Context: an optimization exercise on an open-source flow, tuned for small area, a short achievable clock period and few clock cycles per item. The choices shown serve that exercise and are no tape-out recipe.
No run shown here included a check of the RTL's function; only the layout flow was run.
Power figures rest on the tool's default switching activity, not on a simulated workload.

**design/flow/run.sh**
```bash
#!/bin/bash
# synth_recipe.tcl (not shown) runs the flow's synth.tcl, then flattens the netlist and writes it again
# the make line also repeats each setting of config.mk as NAME=value (left out here)
make -C /OpenROAD-flow-scripts/flow DESIGN_CONFIG=/design/flow/config.mk WORK_HOME=/design/flow/orfs CLKGATE_MAP_FILE= SYNTH_SCRIPT=/design/flow/synth_recipe.tcl finish
```
**design/flow/config.mk**
```make
export PLATFORM = sky130hd
export DESIGN_NAME = dmem_wait
export DESIGN_NICKNAME = dmem_wait
export VERILOG_FILES = /design/flow/design.v
export SDC_FILE = /design/flow/constraint.sdc
export NUM_CORES = 4
export LEC_CHECK = 0
export CAP_MARGIN = 20
export CORE_MARGIN = 2
export CORE_UTILIZATION = 50
export SETUP_SLACK_MARGIN = 2.7
export SLEW_MARGIN = 20
export SYNTH_HIERARCHICAL = 1
export SYNTH_MINIMUM_KEEP_SIZE = 0
export TNS_END_PERCENT = 10
```
**design/flow/constraint.sdc**
```tcl
create_clock -name core_clock -period 5.0 [get_ports {clk}]
set_input_delay 1.0000 -clock core_clock [delete_from_list [all_inputs] [get_ports {clk}]]
set_output_delay 1.0000 -clock core_clock [all_outputs]
set_load 0.01 [all_outputs]
```
**design/flow/design.v**
```verilog
module dmem_wait (
    input  logic        clk,
    input  logic        reset,
    input  logic        req,
    input  logic        we,
    input  logic [1:0]  size,
    input  logic        signed_ld,
    input  logic [31:0] addr,
    input  logic [31:0] wdata,
    output logic [31:0] rdata,
    output logic        ready,
    output logic        err,
    output logic [31:0] io_out
);
    logic [63:0][31:0] r_mem;
    logic [31:0]       r_io_out;
    logic [31:0]       r_cyc;
    logic [31:0]       r_rdata;
    logic              r_ready;
    logic              r_err;
    logic        w_io, w_err, w_byte, w_half, w_word, w_ld, w_st;
    logic [1:0]  a;
    logic [3:0]  w_lane;
    logic [63:0] w_dec;
    logic [31:0] w_wrep;
    logic [31:0] w_cyc_next;
    dmem_wait_dec u_dec (.a(addr[7:2]), .y(w_dec));
    always_comb begin
        a      = addr[1:0];
        w_io   = &addr[31:16];
        w_byte = (size == 2'd0);
        w_half = (size == 2'd1);
        w_word = (size == 2'd2);
        w_err  = (size == 2'd3) | (w_half & a[0]) | (w_word & (a != 2'd0)) | (w_io & ~w_word);
        w_ld   = ~we & ~w_err;
        w_st   = req & we & ~w_err;
        w_lane[0] = w_word | (w_half & ~a[1]) | (w_byte & (a == 2'd0));
        w_lane[1] = w_word | (w_half & ~a[1]) | (w_byte & (a == 2'd1));
        w_lane[2] = w_word | (w_half &  a[1]) | (w_byte & (a == 2'd2));
        w_lane[3] = w_word | (w_half &  a[1]) | (w_byte & (a == 2'd3));
        w_wrep[7:0]   = wdata[7:0];
        w_wrep[15:8]  = w_byte ? wdata[7:0] : wdata[15:8];
        w_wrep[23:16] = w_word ? wdata[23:16] : wdata[7:0];
        w_wrep[31:24] = w_word ? wdata[31:24] : (w_half ? wdata[15:8] : wdata[7:0]);
        w_cyc_next = r_cyc + 32'd1;
    end
    logic [3:0]       w_lane_we;
    logic [63:0][3:0] w_we;
    assign w_lane_we = {4{w_st & ~w_io}} & w_lane;
    dmem_wait_wdec u_wdec (.a(addr[7:2]), .lane(w_lane_we), .y(w_we));
    always_ff @(posedge clk) begin
        for (int i = 0; i < 64; i++) begin
            for (int k = 0; k < 4; k++) begin
                if (w_we[i][k]) begin
                    r_mem[i][8*k +: 8] <= w_wrep[8*k +: 8];
                end
            end
        end
    end
    logic [31:0] w_rd;
    logic [63:0] w_col [32];
    always_comb begin
        for (int j = 0; j < 32; j++) begin
            for (int i = 0; i < 64; i++) w_col[j][i] = r_mem[i][j];
        end
    end
    for (genvar j = 0; j < 32; j++) begin : g_rd
        dmem_wait_or64 u_or (.sel(w_dec), .d(w_col[j]), .y(w_rd[j]));
    end
    logic        w_mld, w_io_o, w_io_c;
    logic [3:0]  w_b, w_sb;
    logic [1:0]  w_h, w_sh;
    logic        w_w;
    logic [31:0] w_load;
    always_comb begin
        w_mld  = w_ld & ~w_io;
        w_io_o = w_ld & w_io & (addr[15:0] == 16'h0000);
        w_io_c = w_ld & w_io & (addr[15:0] == 16'h0004);
        w_b[0] = w_mld & (w_word | (w_half & ~a[1]) | (w_byte & (a == 2'd0)));
        w_b[1] = w_mld & w_byte & (a == 2'd1);
        w_b[2] = w_mld & ((w_half & a[1]) | (w_byte & (a == 2'd2)));
        w_b[3] = w_mld & w_byte & (a == 2'd3);
        w_h[0] = w_mld & (w_word | (w_half & ~a[1]));
        w_h[1] = w_mld & w_half & a[1];
        w_w    = w_mld & w_word;
        for (int k = 0; k < 4; k++) w_sb[k] = w_mld & signed_ld & w_byte & (a == 2'(k));
        w_sh[0] = w_mld & signed_ld & w_half & ~a[1];
        w_sh[1] = w_mld & signed_ld & w_half & a[1];
    end
    logic w_sb01_n, w_sb23_n, w_sh_n;
    dmem_wait_aoi22 u_sb01 (.a0(w_sb[0]), .b0(w_rd[7]),  .a1(w_sb[1]), .b1(w_rd[15]), .y(w_sb01_n));
    dmem_wait_aoi22 u_sb23 (.a0(w_sb[2]), .b0(w_rd[23]), .a1(w_sb[3]), .b1(w_rd[31]), .y(w_sb23_n));
    dmem_wait_aoi22 u_sh   (.a0(w_sh[0]), .b0(w_rd[15]), .a1(w_sh[1]), .b1(w_rd[31]), .y(w_sh_n));
    for (genvar i = 0; i < 8; i++) begin : g_l0
        logic p0, p1, p2;
        dmem_wait_aoi22 u_p0 (.a0(w_b[0]), .b0(w_rd[i]),    .a1(w_b[1]), .b1(w_rd[8+i]),  .y(p0));
        dmem_wait_aoi22 u_p1 (.a0(w_b[2]), .b0(w_rd[16+i]), .a1(w_b[3]), .b1(w_rd[24+i]), .y(p1));
        dmem_wait_aoi22 u_p2 (.a0(w_io_o), .b0(r_io_out[i]), .a1(w_io_c), .b1(w_cyc_next[i]), .y(p2));
        dmem_wait_nand3 u_y (.a(p0), .b(p1), .c(p2), .y(w_load[i]));
    end
    for (genvar i = 8; i < 16; i++) begin : g_l1
        logic p0, p1;
        dmem_wait_aoi22 u_p0 (.a0(w_h[0]), .b0(w_rd[i]), .a1(w_h[1]), .b1(w_rd[16+i]), .y(p0));
        dmem_wait_aoi22 u_p1 (.a0(w_io_o), .b0(r_io_out[i]), .a1(w_io_c), .b1(w_cyc_next[i]), .y(p1));
        dmem_wait_nand4 u_y (.a(p0), .b(p1), .c(w_sb01_n), .d(w_sb23_n), .y(w_load[i]));
    end
    for (genvar i = 16; i < 32; i++) begin : g_l2
        logic p0;
        dmem_wait_aoi222 u_p0 (.a0(w_w), .b0(w_rd[i]), .a1(w_io_o), .b1(r_io_out[i]),
                               .a2(w_io_c), .b2(w_cyc_next[i]), .y(p0));
        dmem_wait_nand4 u_y (.a(p0), .b(w_sb01_n), .c(w_sb23_n), .d(w_sh_n), .y(w_load[i]));
    end
    always_ff @(posedge clk) begin
        r_rdata <= w_load;
        r_err   <= w_err;
    end
    always_ff @(posedge clk) begin
        if (reset) r_ready <= 1'b0;
        else       r_ready <= req;
    end
    always_ff @(posedge clk) begin
        if (reset) begin
            r_io_out <= '0;
        end else if (w_st & w_io & (addr[15:0] == 16'h0000)) begin
            r_io_out <= wdata;
        end
    end
    always_ff @(posedge clk) begin
        if (reset) r_cyc <= '0;
        else       r_cyc <= w_cyc_next;
    end
    assign rdata  = r_rdata;
    assign ready  = r_ready;
    assign err    = r_err;
    assign io_out = r_io_out;
endmodule
module dmem_wait_dec (
    input  logic [5:0]  a,
    output logic [63:0] y
);
    logic [7:0] hi_n, lo_n;
    always_comb begin
        for (int h = 0; h < 8; h++) hi_n[h] = ~(a[5:3] == 3'(h));
        for (int l = 0; l < 8; l++) lo_n[l] = ~(a[2:0] == 3'(l));
    end
    for (genvar i = 0; i < 64; i++) begin : g_y
        dmem_wait_nor2 u_n (.a(hi_n[i/8]), .b(lo_n[i%8]), .y(y[i]));
    end
endmodule
module dmem_wait_wdec (
    input  logic [5:0]        a,
    input  logic [3:0]        lane,
    output logic [63:0][3:0]  y
);
    logic [7:0][3:0] hl_n;   
    logic [7:0]      lo_n;   
    always_comb begin
        for (int h = 0; h < 8; h++) begin
            for (int k = 0; k < 4; k++) hl_n[h][k] = ~((a[5:3] == 3'(h)) & lane[k]);
        end
        for (int l = 0; l < 8; l++) lo_n[l] = ~(a[2:0] == 3'(l));
    end
    for (genvar i = 0; i < 64; i++) begin : g_w
        for (genvar k = 0; k < 4; k++) begin : g_k
            dmem_wait_nor2 u_n (.a(hl_n[i/8][k]), .b(lo_n[i%8]), .y(y[i][k]));
        end
    end
endmodule
module dmem_wait_or64 (
    input  logic [63:0] sel,
    input  logic [63:0] d,
    output logic        y
);
    logic [31:0] t;    
    logic [7:0]  u;    
    logic [3:0]  v;    
    for (genvar g = 0; g < 32; g++) begin : g_t
        dmem_wait_aoi22 u_t (.a0(sel[2*g]), .b0(d[2*g]), .a1(sel[2*g+1]), .b1(d[2*g+1]), .y(t[g]));
    end
    for (genvar g = 0; g < 8; g++) begin : g_u
        dmem_wait_nand4 u_u (.a(t[4*g]), .b(t[4*g+1]), .c(t[4*g+2]), .d(t[4*g+3]), .y(u[g]));
    end
    for (genvar g = 0; g < 4; g++) begin : g_v
        dmem_wait_nor2 u_v (.a(u[2*g]), .b(u[2*g+1]), .y(v[g]));
    end
    dmem_wait_nand4 u_y (.a(v[0]), .b(v[1]), .c(v[2]), .d(v[3]), .y(y));
endmodule
module dmem_wait_aoi222 (
    input  logic a0, b0, a1, b1, a2, b2,
    output logic y
);
    assign y = ~((a0 & b0) | (a1 & b1) | (a2 & b2));
endmodule
module dmem_wait_nand2 (
    input  logic a, b,
    output logic y
);
    assign y = ~(a & b);
endmodule
module dmem_wait_nand4 (
    input  logic a, b, c, d,
    output logic y
);
    assign y = ~(a & b & c & d);
endmodule
module dmem_wait_nor2 (
    input  logic a, b,
    output logic y
);
    assign y = ~(a | b);
endmodule
module dmem_wait_aoi22 (
    input  logic a0, b0, a1, b1,
    output logic y
);
    assign y = ~((a0 & b0) | (a1 & b1));
endmodule
module dmem_wait_nand3 (
    input  logic a, b, c,
    output logic y
);
    assign y = ~(a & b & c);
endmodule
```
==> flow_summary.toml, run 1 <==
[floorplan]
std_cell_rows = 149
die_area_sq_mm = 0.1696
die_y_microns = 411.9
floorplan.initialDensity_pct = 50.41
io-pin-count = 137
coreArea_sq_mm = 0.1650
die_x_microns = 411.9

[min_path]
hp-class = "reg2reg"

[critical_path]
critical_path_cell_list = "buf_12 -> or3b_4 -> buf_8 -> nor2_4 -> buf_12 -> buf_12 -> a22oi_2 -> nand4_1 -> nor2_1 -> buf_4 -> nand4_1 -> buf_6 -> a22oi_2 -> buf_6 -> clkbuf_16 -> nand4_1"
required_time_at_the_worst_slack_endpoint_ns = 5.74
timing.critical_path.to_type = "flip-flop"
path_delay_family = "buffers and inverters"
slowest_stage = "sky130_fd_sc_hd__or3b_4"
worstPathMaxFanout = 8
data_arrival_time_of_the_critical_path_ns = 3.66
worst-path-buf-inv = 8
timing.critical_path.slowest_cell_delay_ns = 0.37
start_kind = "primary input"
timing.setup.critical_path_class = "in2reg"

[drt]
route.vias.total = 51520
drt-pass1-iter-count = 8
detailedRoute.firstIterationViolations = 7489
drt-vias-per-instance = 6.457
route.final.wire_length_mm = 279.7
final_antenna_net_count = 0
drt-wirelength-per-cell_microns = 35.05
drc = 0

[timing]
slew_at_the_pin_closest_to_its_max_slew_limit_ns = 1.236
slew_headroom_pct = 17.60
final_max_slew_viol_count = 0
setup_viol = 0
post-route-min-period_ns = 2.919
timing.fmax_mhz = 342.5
min_period_over_period_pct = 58.39
worst_clock_skew_ns = 0.03993
final.setup.tns_ns = 0
rsz_0062_raised_after_global_routing = "yes"
hold_violations_final = 0

[global_route]
global_route.overflow_total = 0
grt_pass1_wl_mm = 382.3
grt_max_degree = 65
via_count_of_the_first_global_routing_pass = 49060
total_routing_resource_utilization_after_global_routing_pct = 32.54
number_of_antenna_violations_at_the_first_check_in_global_routing = 14

[logic_synthesis]
synth_seq_area_share_pct = 76.30
syn-cell-area_sq_mm = 0.08317
syn_avg_cell_area_sq_um = 18.90
ys_warns = 11
synth.net_count = 4473
synth.distinct_cells = 45
synth_cells = 4401
synth_top_cells_by_area = "sky130_fd_sc_hd__edfxtp_1 74%, sky130_fd_sc_hd__a22oi_2 16%, sky130_fd_sc_hd__nand4_1 2.5%"
ys_seq_elements = 2146
synth_top_area_share_pct = 73.94
synth_largest_area_cell = "sky130_fd_sc_hd__edfxtp_1"

[place]
place.gp.congestion = 0.9550
dp.final_hpwl_mm = 171.7
placedCellCount = 7042
io_buffers = 136

[power_and_ir_drop]
vdd.ir_drop.worst_mv = 0.4161
p_leak_nw = 32.72
p_per_area_mw_per_mm2 = 360.3

[final_layout]
fillerInstances = 11420
num-nets-final = 5677
diodes = 0
syn_to_final_growth_pct = 27.22
layout.cells.non_filler = 7979
drive_gt1_share_pct = 49.19

[clock_network]
source_to_sink_clock_delay_at_the_later_pin_of_the_worst_skew_pair_ns = 0.87
cts_tree = "done"
clkSinkCount = 2146
postCtsHoldBufs = 0
worst_setup_hold_path_clk_slew_ns = 0.07
root_buffer = "sky130_fd_sc_hd__clkbuf_16"
cts-root-to-sink-buffers = 3
tritoncts.num_buffers = 214
ctsHtreeMaxLevel = 4

[job]
maxCapViolations = 0

[run_status]
result_of_the_run = "complete, no violations"
path summary, 6_finish.rpt:
path / end / slack [ns] / from / depth (start not counted)
worst min register to register: r_io_out[13]$_SDFFE_PP0P_ / 0.47 / r_io_out[13]$_SDFFE_PP0P_ / 2
worst max-delay path: r_rdata[20]$_DFF_P_ / 2.08 / addr[3] / 16
worst min-delay path: r_io_out[13]$_SDFFE_PP0P_ / 0.47 / r_io_out[13]$_SDFFE_PP0P_ / 2
worst max register to register: r_rdata[24]$_DFF_P_ / 2.25 / r_cyc[11]$_SDFF_PP0_ / 7
cell usage in the layout (no fill, tap or decap), drive strengths merged, types with 22 or more instances in the layout:
cell type and count:
buf 936, nand4 330, nor2b 31, nand3 26
clkinv 100, clkdlybuf4s50 33, a22oi 1067, clkbuf 277
a21oi 34, nor2 510, dfxtp 98, edfxtp 2048
nand2 81, xnor2 22
power by group:
group | internal (W) | leakage, nW | switching [W] | total [W]
Clock | 0.00925 | 3.47 | 0.00693 | 0.0162
Combinational | 0.000607 | 9.88 | 0.00146 | 0.00207
Sequential | 0.0198 | 19.4 | 0.0000384 | 0.0199
modules after synthesis, one instance, submodules excluded, a selection:
module,area (sq um),copies in the design
dmem_wait_nand3,5.005,8
dmem_wait_nand4,6.256,312
dmem_wait,65450,1
dmem_wait_aoi22,12.51,1067
dmem_wait_aoi222,10.01,16
dmem_wait_wdec,422.9,1
dmem_wait_dec,120.1,1
dmem_wait_nor2,3.754,448
metal layers:
layer  global-route usage, %  part of all wire (%)  vias to the layer above
li1                        -                     -                    21170
met3                   8.321                    11                      555
met1                   44.56                    39                    26850
met5                       0                 0.012                        -
met4                   13.38                   4.6                        6
met2                   49.82                    46                     2945
repair_timing:
item / 4_1_cts / 5_1_grt
buffers inserted: 358 / 129
gates cloned: 40 / 9
pin swaps: 153 / 129
gates resized for setup: 703 / 461
setup endpoints to repair: 3693 / 1971
final cells by class:
| type | instances | area (sq um) | share of cell area [%] |
|---|---|---|---|
| clock buffers | 267 | 5752 | 5.436 |
| clock inverters | 134 | 1315 | 1.243 |
| inverters | 5 | 21.27 | 0.02010 |
| multi-input cells | 2255 | 22430 | 21.19 |
| flip-flops and latches | 2146 | 63650 | 60.15 |
| well taps | 2189 | 2739 | 2.588 |
| repair buffers | 983 | 9913 | 9.369 |
cell families (layout without fill, tap and decap cells):
| logic type | Yosys count | in the layout | synth area share (%) |
|---|---|---|---|
| and+or+nand+nor | 1037 | 1072 | 6.326 |
| DFF | 2146 | 2146 | 76.30 |
| adders and majority gates | 1 | 1 | 0.01504 |
| muxes | 17 | 17 | 0.2302 |
| xor gates and xnor gates | 31 | 31 | 0.3264 |
| buffers and inverters | 35 | 1389 | 0.2241 |
| AOI/OAI and AO/OA | 1134 | 1134 | 16.58 |
worst min-delay path: cells and delay by family (launching register included):
kind | cells | cell delay [ns]
simple gates | 1 | 0.05
flops | 1 | 0.34
compound gates | 1 | 0.05
state kept, by name (all words and copies together) (netlist names):
name,cells
r_cyc,32
r_err,1
r_io_out,32
r_mem,2048
r_rdata,32
r_ready,1
through the flow:
stage / utilization, % / hold WS (ns) / total power (W) / setup WS, ns / area [sq um]
3_5_place_dp: 55.08 / 0.4568 / 0.02192 / 0.07670 / 90880
6_report: 64.13 / 0.4746 / 0.03812 / 2.081 / 105800
5_1_grt: 64.13 / 0.4901 / 0.03892 / 2.088 / 105800
2_1_floorplan: - / 0.4297 / 0.02083 / 1.495 / 84030
4_1_cts: 62.92 / 0.4701 / 0.03809 / 2.157 / 103800
3_3_place_gp: 55.07 / 0.4422 / 0.02189 / 0.1283 / 90850
synth_stat cells (all sizes together):
library cell     n
o21ai            4
nand2b           4
nand4          330
edfxtp        2048
nor3            14
nor2           479
or4              3
nand4b          12
and4             3
and3             3
or3              3
a21o             1
mux2            17
nand4bb         12
inv              5
a22oi         1067
nand3b           9
xnor2           22
a31oi            1
nor4b            2
nor4            11
clkbuf          12
o22ai            8
a21oi           34
or4b             4
dfxtp           98
o211ai           1
a222oi          16
buf             18
nand3           26
ha               1
nor2b           31
or3b             9
and2             1
a2111oi          2
xor2             9
nand2           81
==> run 2: changes to the inputs <==
--- a/design/flow/design.v
+++ b/design/flow/design.v
@@ -88,8 +88,10 @@
         w_sh[1] = w_mld & signed_ld & w_half & a[1];
     end
-    logic w_sb01_n, w_sb23_n, w_sh_n;
-    dmem_wait_aoi22 u_sb01 (.a0(w_sb[0]), .b0(w_rd[7]),  .a1(w_sb[1]), .b1(w_rd[15]), .y(w_sb01_n));
-    dmem_wait_aoi22 u_sb23 (.a0(w_sb[2]), .b0(w_rd[23]), .a1(w_sb[3]), .b1(w_rd[31]), .y(w_sb23_n));
-    dmem_wait_aoi22 u_sh   (.a0(w_sh[0]), .b0(w_rd[15]), .a1(w_sh[1]), .b1(w_rd[31]), .y(w_sh_n));
+    logic [2:0] w_sb01_n, w_sb23_n, w_sh_n;
+    for (genvar c = 0; c < 3; c++) begin : g_sg
+        dmem_wait_aoi22 u_sb01 (.a0(w_sb[0]), .b0(w_rd[7]),  .a1(w_sb[1]), .b1(w_rd[15]), .y(w_sb01_n[c]));
+        dmem_wait_aoi22 u_sb23 (.a0(w_sb[2]), .b0(w_rd[23]), .a1(w_sb[3]), .b1(w_rd[31]), .y(w_sb23_n[c]));
+        dmem_wait_aoi22 u_sh   (.a0(w_sh[0]), .b0(w_rd[15]), .a1(w_sh[1]), .b1(w_rd[31]), .y(w_sh_n[c]));
+    end
     for (genvar i = 0; i < 8; i++) begin : g_l0
         logic p0, p1, p2;
@@ -103,5 +105,5 @@
         dmem_wait_aoi22 u_p0 (.a0(w_h[0]), .b0(w_rd[i]), .a1(w_h[1]), .b1(w_rd[16+i]), .y(p0));
         dmem_wait_aoi22 u_p1 (.a0(w_io_o), .b0(r_io_out[i]), .a1(w_io_c), .b1(w_cyc_next[i]), .y(p1));
-        dmem_wait_nand4 u_y (.a(p0), .b(p1), .c(w_sb01_n), .d(w_sb23_n), .y(w_load[i]));
+        dmem_wait_nand4 u_y (.a(p0), .b(p1), .c(w_sb01_n[0]), .d(w_sb23_n[0]), .y(w_load[i]));
     end
     for (genvar i = 16; i < 32; i++) begin : g_l2
@@ -109,5 +111,6 @@
         dmem_wait_aoi222 u_p0 (.a0(w_w), .b0(w_rd[i]), .a1(w_io_o), .b1(r_io_out[i]),
                                .a2(w_io_c), .b2(w_cyc_next[i]), .y(p0));
-        dmem_wait_nand4 u_y (.a(p0), .b(w_sb01_n), .c(w_sb23_n), .d(w_sh_n), .y(w_load[i]));
+        dmem_wait_nand4 u_y (.a(p0), .b(w_sb01_n[i/8-1]), .c(w_sb23_n[i/8-1]), .d(w_sh_n[i/8-1]),
+                             .y(w_load[i]));
     end
     always_ff @(posedge clk) begin
@@ -172,12 +175,8 @@
     output logic        y
 );
-    logic [31:0] t;    
     logic [7:0]  u;    
     logic [3:0]  v;    
-    for (genvar g = 0; g < 32; g++) begin : g_t
-        dmem_wait_aoi22 u_t (.a0(sel[2*g]), .b0(d[2*g]), .a1(sel[2*g+1]), .b1(d[2*g+1]), .y(t[g]));
-    end
     for (genvar g = 0; g < 8; g++) begin : g_u
-        dmem_wait_nand4 u_u (.a(t[4*g]), .b(t[4*g+1]), .c(t[4*g+2]), .d(t[4*g+3]), .y(u[g]));
+        dmem_wait_ao8 u_u (.sel(sel[8*g +: 8]), .d(d[8*g +: 8]), .y(u[g]));
     end
     for (genvar g = 0; g < 4; g++) begin : g_v
@@ -186,4 +185,15 @@
     dmem_wait_nand4 u_y (.a(v[0]), .b(v[1]), .c(v[2]), .d(v[3]), .y(y));
 endmodule
+module dmem_wait_ao8 (
+    input  logic [7:0] sel,
+    input  logic [7:0] d,
+    output logic       y
+);
+    logic [3:0] t;
+    always_comb begin
+        for (int g = 0; g < 4; g++) t[g] = ~((sel[2*g] & d[2*g]) | (sel[2*g+1] & d[2*g+1]));
+        y = ~&t;
+    end
+endmodule
 module dmem_wait_aoi222 (
     input  logic a0, b0, a1, b1, a2, b2,
--- a/design/flow/config.mk
+++ b/design/flow/config.mk
@@ -9,4 +9,6 @@
 export CORE_MARGIN = 2
 export CORE_UTILIZATION = 50
+export CTS_CLUSTER_DIAMETER = 100
+export CTS_CLUSTER_SIZE = 22
 export SETUP_SLACK_MARGIN = 2.7
 export SLEW_MARGIN = 20
==> run 2 against run 1 <==
Total power shrank 18%. Largest power group unchanged. Sequential share of layout area grew 6.5 points. Combinational power shrank 9.7%. Die area shrank 6.0%. Global-route usage shrank 1.1 points. Largest cell class unchanged. Maximum frequency shrank 1.2%. Clock skew grew 0.0026 ns. Register-to-register slack gained 0.13 ns. Critical endpoint is now r_rdata[15]$_DFF_P_. Clock power shrank 41%.
==> flow_summary.toml, run 2 <==
[critical_path]
worst-path-buf-inv = 6
critical_path_cell_list = "buf_8 -> buf_8 -> or3b_4 -> buf_12 -> nor2_4 -> buf_6 -> a22oi_2 -> nand4_1 -> nor2_4 -> nand4_1 -> buf_6 -> a22oi_2 -> buf_6 -> nand4_1"
regToRegSetupSlack_ns = 2.38
timing.setup.critical_path_class = "in2reg"
data_arrival_time_of_the_critical_path_ns = 3.60
regToRegStartpoint = "r_cyc[3]$_SDFF_PP0_"
worstPathMaxFanout = 7
path_delay_family = "simple AND/OR/NAND/NOR gates"
slowest_stage = "sky130_fd_sc_hd__nand4_1"
timing.critical_path.slowest_cell_delay_ns = 0.30
cell_count_of_the_worst_reg_to_reg_path = 7
timing.critical_path.to_type = "flip-flop"
required_time_at_the_worst_slack_endpoint_ns = 5.64
crit-reg2reg-capture = "r_rdata[24]$_DFF_P_"
start_kind = "primary input"

[power_and_ir_drop]
power.total_w = 0.03130
vdd.ir_drop.worst_mv = 0.2684
p_per_area_mw_per_mm2 = 327.7
p_leak_nw = 29.40

[clock_network]
cts-root-to-sink-buffers = 3
postCtsHoldBufs = 0
worst_setup_hold_path_clk_slew_ns = 0.10
tritoncts.num_buffers = 107
source_to_sink_clock_delay_at_the_later_pin_of_the_worst_skew_pair_ns = 0.78
root_buffer = "sky130_fd_sc_hd__clkbuf_16"
clkSinkCount = 2146
cts_tree = "done"
ctsHtreeMaxLevel = 3

[timing]
slew_headroom_pct = 26.84
timing.fmax_mhz = 338.3
final_max_slew_viol_count = 0
min_period_over_period_pct = 59.12
rsz_0062_raised_after_global_routing = "yes"
post-route-min-period_ns = 2.956
slew_at_the_pin_closest_to_its_max_slew_limit_ns = 1.091
setup_viol = 0
worst_clock_skew_ns = 0.04256
hold_violations_final = 0

[drt]
detailedRoute.firstIterationViolations = 7642
final_antenna_net_count = 0
drt-vias-per-instance = 6.600
route.final.wire_length_mm = 254.5
drc = 0
route.vias.total = 49030
drt-wirelength-per-cell_microns = 34.26
drt-pass1-iter-count = 8

[final_layout]
drive_gt1_share_pct = 29.39
layout.cells.non_filler = 7429
layout.core_utilization_pct = 61.36
layout.cells.most_common_list = "2048 x sky130_fd_sc_hd__edfxtp_1, 886 x sky130_fd_sc_hd__a22oi_1, 473 x sky130_fd_sc_hd__buf_4"
postLayoutCellArea_sq_mm = 0.09552
layout_commonest_cell = "sky130_fd_sc_hd__edfxtp_1"
largest-register = "r_mem"
syn_to_final_growth_pct = 22.28
num-nets-final = 5385
largest_register_ff_count = 2048

[logic_synthesis]
synth_cells = 4406
number_of_enable_type_register_cells_in_the_synthesized_netlist = 2048
synth_top_cells_by_area = "sky130_fd_sc_hd__edfxtp_1 79%, sky130_fd_sc_hd__a22oi_1 9.8%, sky130_fd_sc_hd__nand4_1 2.6%"
synthMostInstantiatedCell = "sky130_fd_sc_hd__edfxtp_1"
ys_dominant_reg_cell = "sky130_fd_sc_hd__edfxtp_1"
synth_seq_area_share_pct = 81.24
syn_avg_cell_area_sq_um = 17.73
asyncSetResetFlopFracSynth_pct = 0
synth_top_area_share_pct = 78.73
synth.top_cells.by_count = "2048 x sky130_fd_sc_hd__edfxtp_1, 1024 x sky130_fd_sc_hd__a22oi_1, 479 x sky130_fd_sc_hd__nor2_1, 330 x sky130_fd_sc_hd__nand4_1, 98 x sky130_fd_sc_hd__dfxtp_1"
ys_warns = 12
synth.distinct_cells = 46
synth_largest_area_cell = "sky130_fd_sc_hd__edfxtp_1"
ys_seq_elements = 2146
syn-cell-area_sq_mm = 0.07811
synth.net_count = 4478

[min_path]
hold_depth = 1
hold_path.startpoint = "r_cyc[0]$_SDFF_PP0_"
hold_end = "r_cyc[0]$_SDFF_PP0_"
hp-class = "reg2reg"

[run_status]
result_of_the_run = "complete, no violations"

[place]
io_buffers = 136
placement.cell_area_sq_mm = 0.08519
placedCellCount = 6924
place.gp.congestion = 0.9334
dp.final_hpwl_mm = 163.3

[floorplan]
die_y_microns = 399.3
die_area_sq_mm = 0.1594
io-pin-count = 137
coreArea_sq_mm = 0.1557
die_x_microns = 399.3
std_cell_rows = 145
floorplan.initialDensity_pct = 50.18

[global_route]
grt_max_degree = 65
via_count_of_the_first_global_routing_pass = 46210
grt_pass1_wl_mm = 349.6
number_of_antenna_violations_at_the_first_check_in_global_routing = 14
total_routing_resource_utilization_after_global_routing_pct = 31.41
global_route.overflow_total = 0

[job]
maxCapViolations = 0
## run 2: changes by cell type in the layout (fill, tap and decap cells not counted), sizes merged, moves of 5 or more
cell,delta
nor2,-29
a22oi,+5
diode,+5
clkinv,-99
clkbuf,-97
buf,-184
bufinv,-20
inv,-5
## run 2: worst register-to-register path: stages, from the launching register on
cell and delay [ns]:
sky130_fd_sc_hd__dfxtp_1 0.44, sky130_fd_sc_hd__nand4_1 0.38, sky130_fd_sc_hd__nor4_4 0.64, sky130_fd_sc_hd__nand3_1 0.21, sky130_fd_sc_hd__nor2_1 0.19, sky130_fd_sc_hd__xor2_1 0.15
sky130_fd_sc_hd__a222oi_1 0.36, sky130_fd_sc_hd__nand4_1 0.15
## run 2: how the worst max path moves through the flow
stage,startpoint,endpoint,slack [ns],depth (start not counted)
6_report,addr[2],r_rdata[15]$_DFF_P_,2.04,14
5_1_grt,addr[2],r_rdata[26]$_DFF_P_,2.06,14
4_1_cts,r_io_out[6]$_SDFFE_PP0P_,io_out[6],2.19,1
3_5_place_dp,addr[4],r_rdata[15]$_DFF_P_,-0.23,10
3_3_place_gp,addr[3],r_rdata[10]$_DFF_P_,-0.18,11
2_1_floorplan,addr[23],r_rdata[16]$_DFF_P_,1.57,6
## run 2: layout make-up
type                            count  area [sq um]
Tap cell                         2058          2575
Clock buffer                      156          2927
Fill cell                       11240         60150
Clock inverter                      6         91.34
Sequential cell                  2146         63630
Inverter                            5         18.77
Antenna cell                        5         12.51
Multi-Input combinational cell   2232         17920
Timing Repair Buffer              821          8334
## run 2: cell families (layout without fill, tap and decap cells)
| family | after synthesis | after routing | share of synthesized area, % |
|---|---|---|---|
| AOI/OAI and AO/OA | 1139 | 1139 | 11.17 |
| xor gates and xnor gates | 31 | 31 | 0.3476 |
| and+or+nand+nor | 1037 | 1044 | 6.736 |
| DFF | 2146 | 2146 | 81.24 |
| other | 0 | 5 | 0 |
| adders and majority gates | 1 | 1 | 0.01602 |
| muxes | 17 | 17 | 0.2451 |
| buffers and inverters | 35 | 988 | 0.2387 |
## run 2: report_power, final
part | switching, W | internal, W
combinational | 0.00134 | 0.000530
clock | 0.00547 | 0.00412
sequential | 0.0000355 | 0.0198
## run 2: stage by stage
| step | setup slack (ns) | setup TNS [ns] | hold slack, ns |
|---|---|---|---|
| global placement | -0.1784 | -2.469 | 0.4467 |
| CTS | 2.186 | 0 | 0.4797 |
| global route | 2.065 | 0 | 0.4883 |
| finish | 2.044 | 0 | 0.4808 |
| detailed placement | -0.2256 | -3.633 | 0.4549 |
| floorplan | 1.574 | 0 | 0.4297 |
## run 2: repair_timing
item	in CTS	in global routing
setup endpoints to repair	3714	2689
buffers inserted	256	63
gates resized for setup	920	398
pin swaps	245	141
cloned	16	3
## run 2: per-layer routing
| metal | share of wire (%) | GRT usage (%) | vias up |
|---|---|---|---|
| li1 | - | - | 20420 |
| met1 | 39 | 44.64 | 25050 |
| met2 | 46 | 48.20 | 3032 |
| met3 | 11 | 5.836 | 520 |
| met4 | 4.8 | 12.78 | 6 |
| met5 | 0.019 | 0 | - |
## run 2: modules after synthesis (local to each module, per instance), excerpt
module	cell area, sq um	cells inside
dmem_wait_nand4	6.256	1
dmem_wait_aoi22	12.51	1
dmem_wait_dec	120.1	16
dmem_wait_nand3	5.005	1
dmem_wait_ao8	36.28	5
dmem_wait_nor2	3.754	1
dmem_wait_wdec	422.9	49
dmem_wait	65450	2485
dmem_wait_aoi222	10.01	1
==> run 3: changes to the inputs <==
--- a/design/flow/config.mk
+++ b/design/flow/config.mk
@@ -11,5 +11,5 @@
 export CTS_CLUSTER_DIAMETER = 100
 export CTS_CLUSTER_SIZE = 22
-export SETUP_SLACK_MARGIN = 2.7
+export SETUP_SLACK_MARGIN = 2.2
 export SLEW_MARGIN = 20
 export SYNTH_HIERARCHICAL = 1
==> run 3 against run 2 <==
Critical path depth is 4 lower. Maximum frequency is 4.9% lower. Clock skew is 0.0071 ns higher. Register-to-register slack worse by 0.16 ns. Cell count is 2.6% lower. Total power is 0.28% lower. Core utilization is 2.1 points lower. Sequential power hardly changed. Largest cell class unchanged.
==> flow_summary.toml, run 3 <==
[final_layout]
layout_commonest_cell = "sky130_fd_sc_hd__edfxtp_1"
layout.cells.most_common_list = "2048 x sky130_fd_sc_hd__edfxtp_1, 987 x sky130_fd_sc_hd__a22oi_1, 387 x sky130_fd_sc_hd__buf_4"
syn_to_final_growth_pct = 18.08
largest-register = "r_mem"
drive_gt1_share_pct = 21.49
largest_register_ff_count = 2048
num-nets-final = 5205
postLayoutCellArea_sq_mm = 0.09224
layout.cells.non_filler = 7238

[drt]
final_antenna_net_count = 0
drt-vias-per-instance = 6.725
drt-pass1-iter-count = 7
drt-wirelength-per-cell_microns = 34.89
drc = 0
route.final.wire_length_mm = 252.6
detailedRoute.firstIterationViolations = 7987
route.vias.total = 48680

[logic_synthesis]
syn-cell-area_sq_mm = 0.07811
synth_compound_gate_area_share_pct = 11.17
synth_largest_area_cell = "sky130_fd_sc_hd__edfxtp_1"
asyncSetResetFlopFracSynth_pct = 0
synthMostInstantiatedCell = "sky130_fd_sc_hd__edfxtp_1"
combinational_family_with_the_most_area_after_synthesis = "compound AO/OA/AOI/OAI gates"
post_synthesis_mux_area_share_pct = 0.2451
synth_adder_area_share_pct = 0.01602
synthXorXnorAreaFrac_pct = 0.3476
number_of_enable_type_register_cells_in_the_synthesized_netlist = 2048
ys_dominant_reg_cell = "sky130_fd_sc_hd__edfxtp_1"
synth_top_cells_by_area = "sky130_fd_sc_hd__edfxtp_1 79%, sky130_fd_sc_hd__a22oi_1 9.8%, sky130_fd_sc_hd__nand4_1 2.6%"
synth_top_area_share_pct = 78.73
syn_avg_cell_area_sq_um = 17.73
synth-simple-area-share_pct = 6.736
synth_seq_area_share_pct = 81.24
synth_cells = 4406
synth.net_count = 4478
ys_seq_elements = 2146
synth.distinct_cells = 46
synth.top_cells.by_count = "2048 x sky130_fd_sc_hd__edfxtp_1, 1024 x sky130_fd_sc_hd__a22oi_1, 479 x sky130_fd_sc_hd__nor2_1, 330 x sky130_fd_sc_hd__nand4_1, 98 x sky130_fd_sc_hd__dfxtp_1"
ys_warns = 12

[power_and_ir_drop]
power.share.combinational_pct = 5.6
p_leak_nw = 27.81
pwr-share-seq_pct = 63.6
total_switching_power_w = 0.006842
internal-power_w = 0.02437
power.switching_fraction_pct = 21.92
vdd.ir_drop.worst_mv = 0.3765
share_clk_of_total_power_pct = 30.8
p_per_area_mw_per_mm2 = 338.4

[floorplan]
floorplan.initialDensity_pct = 50.18
coreArea_sq_mm = 0.1557
die_area_sq_mm = 0.1594
io-pin-count = 137
die_x_microns = 399.3
std_cell_rows = 145
die_y_microns = 399.3

[timing]
hold_violations_final = 0
timing.final.ws_setup_ns = 1.892
final.hold.worst_slack_ns = 0.4867
worst_clock_skew_ns = 0.04970
slew_headroom_pct = 19.64
post-route-min-period_ns = 3.108
setup_viol = 0
timing.fmax_mhz = 321.8
slew_at_the_pin_closest_to_its_max_slew_limit_ns = 1.204
min_period_over_period_pct = 62.15
rsz_0062_raised_after_global_routing = "yes"
final_max_slew_viol_count = 0

[run_status]
result_of_the_run = "complete, no violations"

[global_route]
globalRouteMet2Util_pct = 46.55
total_routing_resource_utilization_after_global_routing_pct = 30.93
globalRouteMet3Util_pct = 5.709
via_count_of_the_first_global_routing_pass = 45380
global_route.overflow_total = 0
grt_pass1_wl_mm = 344.9
routing_usage_on_met1_pct = 44.59
number_of_antenna_violations_at_the_first_check_in_global_routing = 12
gr-max-usage-layer = "met2"
grt_max_degree = 65

[critical_path]
critical_path_cell_list = "dlygate4sd2_1 -> buf_4 -> nand2b_1 -> buf_4 -> nor2_1 -> a21oi_1 -> nor3_2 -> buf_6 -> or4b_4 -> nor2_4"
data_arrival_time_of_the_critical_path_ns = 3.55
start_kind = "primary input"
required_time_at_the_worst_slack_endpoint_ns = 5.44
timing.critical_path.to_type = "flip-flop"
timing.critical_path.slowest_cell_delay_ns = 0.64
worst-path-buf-inv = 4
slowest_stage = "sky130_fd_sc_hd__or4b_4"
worstPathMaxFanout = 21
timing.setup.critical_path_class = "in2reg"
library_cell_appearing_most_often_on_the_critical_path = "sky130_fd_sc_hd__buf_4"
path_delay_family = "simple AND/OR/NAND/NOR gates"

[place]
placedCellCount = 6889
pre_cts_ws_ns = 0.01463
placement.cell_area_sq_mm = 0.08481
place.gp.congestion = 0.9511
io_buffers = 136
dp.final_hpwl_mm = 164.1

[clock_network]
root_buffer = "sky130_fd_sc_hd__clkbuf_16"
clkSinkCount = 2146
source_to_sink_clock_delay_at_the_later_pin_of_the_worst_skew_pair_ns = 0.77
postCtsHoldBufs = 0
worst_setup_hold_path_clk_slew_ns = 0.09
cts_tree = "done"
cts-root-to-sink-buffers = 3
tritoncts.num_buffers = 108
ctsHtreeMaxLevel = 3

[min_path]
hp-class = "reg2reg"

[job]
maxCapViolations = 0
-- run 3: worst reg2reg max path, stage by stage (launching register included) --
cell	delay [ns]
sky130_fd_sc_hd__dfxtp_1	0.43
sky130_fd_sc_hd__nand4_1	0.44
sky130_fd_sc_hd__nor4_4	0.67
sky130_fd_sc_hd__nand3_1	0.23
sky130_fd_sc_hd__nor2_1	0.22
sky130_fd_sc_hd__xor2_1	0.14
sky130_fd_sc_hd__a222oi_1	0.37
sky130_fd_sc_hd__nand4_1	0.13
-- run 3: layout make-up --
cell class | count | area [sq um]
flip-flops and latches | 2146 | 63460
fillers | 11460 | 63430
multi-input cells | 2235 | 16940
repair buffers | 637 | 6205
clock buffers | 147 | 2944
well taps | 2058 | 2575
clock inverters | 5 | 76.32
inverters | 5 | 18.77
diodes | 5 | 12.51
-- run 3: per-module statistics from Yosys, one instance, submodules excluded, excerpt --
module	cells	times used	area [sq um]
dmem_wait_nand3	1	8	5.005
dmem_wait_nand4	1	56	6.256
dmem_wait	2485	1	65450
dmem_wait_ao8	5	256	36.28
dmem_wait_aoi222	1	16	10.01
dmem_wait_wdec	49	1	422.9
dmem_wait_nor2	1	448	3.754
-- run 3: timing repair --
item                                    4_1_cts  5_1_grt
buffers inserted                            120       52
pin swaps                                    92       58
resized for setup                           518      139
endpoints found under the setup margin     3006     1935
gates cloned                                 11        6
-- run 3: final timing paths --
kind,endpoint,slack [ns],from,depth (start not counted)
worst max-delay path,r_mem[213]$_DFFE_PP_,1.89,size[1],10
worst min-delay path,r_cyc[0]$_SDFF_PP0_,0.49,r_cyc[0]$_SDFF_PP0_,1
worst max register to register,r_rdata[24]$_DFF_P_,2.22,r_cyc[3]$_SDFF_PP0_,7
worst min register to register,r_cyc[0]$_SDFF_PP0_,0.49,r_cyc[0]$_SDFF_PP0_,1
-- run 3: power by group through the flow --
stage / clock, W / sequential (W) / combinational [W]
floorplan: 0 / 0.0202 / 0.000507
global placement: 0 / 0.0203 / 0.00147
detailed placement: 0 / 0.0203 / 0.00149
CTS: 0.00967 / 0.0198 / 0.00165
global route: 0.0103 / 0.0198 / 0.00178
finish: 0.00961 / 0.0198 / 0.00176
-- run 3: per-stage QoR --
step	TNS, ns	utilization, %	power (W)
4_1_cts	0	58.41	0.03116
2_1_floorplan	0	-	0.02075
5_1_grt	0	59.25	0.03189
3_5_place_dp	0	54.48	0.02174
6_report	0	59.25	0.03121
3_3_place_gp	-1.276	54.46	0.02172
-- run 3: cell families after synthesis --
| kind of cell | after synthesis |
|---|---|
| AND/OR/NAND/NOR | 1037 |
| buffers and inverters | 35 |
| adder cells (fa/ha/maj) | 1 |
| flip-flops | 2146 |
| multiplexers | 17 |
| AO/OA/AOI/OAI | 1139 |
| XOR/XNOR | 31 |
-- run 3: layer usage --
| metal | vias to the layer above | share of wire [%] |
|---|---|---|
| met3 | 427 | 11 |
| met1 | 25100 | 38 |
| met2 | 3117 | 45 |
| met5 | - | 0.080 |
| li1 | 20030 | - |
| met4 | 6 | 4.7 |

-- port drivers added, routing unchanged --
The flow's constraints put no driver on any port. The routed layouts listed below were extracted and timed again, unchanged, in two steps. Step 1 (the two cells are an assumption about what drives the block):
set clk [get_ports {clk}]
set_driving_cell -lib_cell sky130_fd_sc_hd__clkbuf_16 $clk
set_driving_cell -lib_cell sky130_fd_sc_hd__buf_2 [delete_from_list [all_inputs] $clk]
Step 2 adds t to the input delays and takes it off the output delays; t is the mean of the earliest and latest rising clock arrival at the registers after step 1. Input paths then give back, and output paths get back, about the clock's delay inside the block. a / b / c = ideal / step 1 / step 2; a / b = the first two.
run | t, ns | slack for setup (ns) | worst slew at a driven data input, ns
run 1 | 0.943 | 2.081 / 1.960 / 1.017 | 0.27
run 2 | 0.852 | 2.044 / 2.015 / 1.163 | 0.21
run 3 | 0.842 | 1.892 / 1.807 / 0.965 | 0.33
After both steps setup and hold are still met in every run listed. For run 1, which loses most, drivers alone change the setup slack by -0.121 ns; drivers and shift together by -1.064 ns.
